Context: an optimization exercise on an open-source flow, tuned for small area, a short achievable clock period and few clock cycles per item. The choices shown serve that exercise and are no tape-out recipe.
Function was checked by simulation only, so behaviour that the tests miss may differ from the original.
Power is estimated from default activity; no workload was simulated.

## willow
## cp1_responder
module cp1_responder #(
    parameter int NREG = 32,
    parameter int W    = 32
) (
    input  logic                    clk,
    input  logic                    rst,
    input  logic                    flag_clr,
    output logic                    flag_ovf,
    output logic                    flag_unf,
    input  logic                    req_valid,
    output logic                    req_ready,
    input  logic [1:0]              req_op,
    input  logic [$clog2(NREG)-1:0] req_fd,
    input  logic [$clog2(NREG)-1:0] req_fs,
    input  logic [$clog2(NREG)-1:0] req_ft,
    input  logic [W-1:0]            req_wdata,
    output logic                    rsp_valid,
    output logic [W-1:0]            rsp_data
);
Size in the first run: about 1,300 flip-flops, roughly 63,000 um2 of cells after synthesis.
make LEC_CHECK=0 CAP_MARGIN=25 CORE_MARGIN=2 CORE_UTILIZATION=40 CTS_BUF_LIST=sky130_fd_sc_hd__clkbuf_8 SETUP_SLACK_MARGIN=3 SLEW_MARGIN=20 TNS_END_PERCENT=50 finish   # period 7.0 ns
run.sh (not shown) runs the stock make flow with config.mk's settings and CLKGATE_MAP_FILE= SYNTH_SCRIPT=/design/flow/synth_recipe.tcl, a recipe that flattens the netlist after the stock synthesis.
willow ran to completion and came out clean on the timing, design-rule and antenna checks.
Testbench counts of willow, summed over its fixed seeds: cycles 5,618, ops 4,800.
The following lists how lagoon was set up differently from willow:
Settings: changing SETUP_SLACK_MARGIN from 3 to 3.5; removing TNS_END_PERCENT (formerly 50).
## What came out
- Against willow, the final cell area of lagoon is higher.
- lagoon vs. willow: routed length on met2 increased about 8%, number of antenna violations at the first check in global routing increased 11, power density over cell area decreased 4.8 nW/um2, sequential power share decreased 2.8 points.
- Per the comparison of lagoon with willow, share of the cycle needed by the critical path after routing now larger; number of buffers other than clock buffers in the final layout up 334.
What xenon does differently from lagoon at the input level:
Settings: SETUP_SLACK_MARGIN changed from 3.5 to 3; CORE_UTILIZATION changed from 40 to 55.
--- outcome ---
xenon vs. lagoon: post-cts gate resize count went down by 426. Area fraction of clock buffers and clock inverters: lagoon vs xenon, no meaningful difference. xenon ends up with lower number of antenna violations at the first check in global routing than lagoon does. Compared with lagoon, in xenon relative area change from synthesis to final layout fell 9.7 points, final design area excluding fillers fell 6100 um2.
## Diff of input files: nickel against xenon
Settings: changing CORE_UTILIZATION from 55 to 40.
==> comparison <==
- xenon completed; timing, DRC and antenna clean
- nickel ran to completion and came out clean on the timing, design-rule and antenna checks.
- Relative to xenon, the critical path required time of nickel is lower by 110 ps.
- nickel vs xenon: count of cells resized by post-cts repair down in nickel
- Summary: with xenon as the reference, design area in nickel moved up slightly.
- nickel can be clocked faster than xenon.
- Share of cell area taken by multi-input logic gates for nickel: 0.89 points down relative to xenon
- Diff xenon -> nickel: fraction of layout cells with a size suffix above 1 decreased 0.29 points; clock power increased about 5%.
- Worst hold margin essentially unchanged between nickel and xenon.
- On total vias in the final route: between nickel and xenon, it ends up higher for xenon.
- Compared with xenon, global placement routability congestion in nickel decreased by a few percent.
Here is what was changed in the inputs of cedar compared with nickel.
Settings: SETUP_SLACK_MARGIN now 3.3, was 3; TNS_END_PERCENT now 30, previously not set.
- cedar: flow completed, timing, DRC and antenna clean
- Between cedar and nickel, it is cedar whose worst reg-to-reg path cell count is higher, by 1.
- Delta (cedar minus nickel): first-iteration DRC count climbed 883, last weighted congestion value of the routability-driven placer went up, highest clock frequency the design can meet higher, wire length reported by the detailed router was more or less identical.
- Compared to nickel, cedar has worst setup slack 180 ps higher.
- Of nickel and cedar, the higher via count of the first global-routing pass belongs to cedar.
- Global-route wire length before repair delta for cedar relative to nickel: 0.68% higher
- Cell area after placement delta (cedar -> nickel): insignificant
- Any difference in total power between nickel and cedar is small enough to ignore.
- Of cedar and nickel, it is cedar that has the higher number of buffers added for setup after CTS.

## re-timing with driven ports
How much do the figures lean on ideal ports? The routed layouts below were timed once more, with nothing changed but the port constraints.
Step 1, drivers: a clkbuf_16 drives clk and a buf_2 each remaining input, both assumed.
Step 2 moves the port delays by t, midway between the first and last clock arrival at a register: inputs arrive t later, outputs are due t later. That takes back most of the time a late clock gives input paths.
a / b / c = no drivers / after step 1 / after step 2; a / b = the first two.
run | t, ns | setup WS [ns] | worst slew at a driven data input, ns
willow | 1.052 | 2.694 / 2.694 / 1.878 | 0.10
lagoon | 1.071 | 2.627 / 2.627 / 2.392 | 0.04
xenon | 1.031 | 2.545 / 2.545 / 2.019 | 0.10
nickel | 1.030 | 2.618 / 2.618 / 1.881 | 0.07
cedar | 1.050 | 2.794 / 2.794 / 1.881 | 0.09
After both steps setup and hold are still met in every run listed. The setup slack of cedar, which loses most, moves by 0.000 ns with the drivers and by -0.913 ns with both steps.
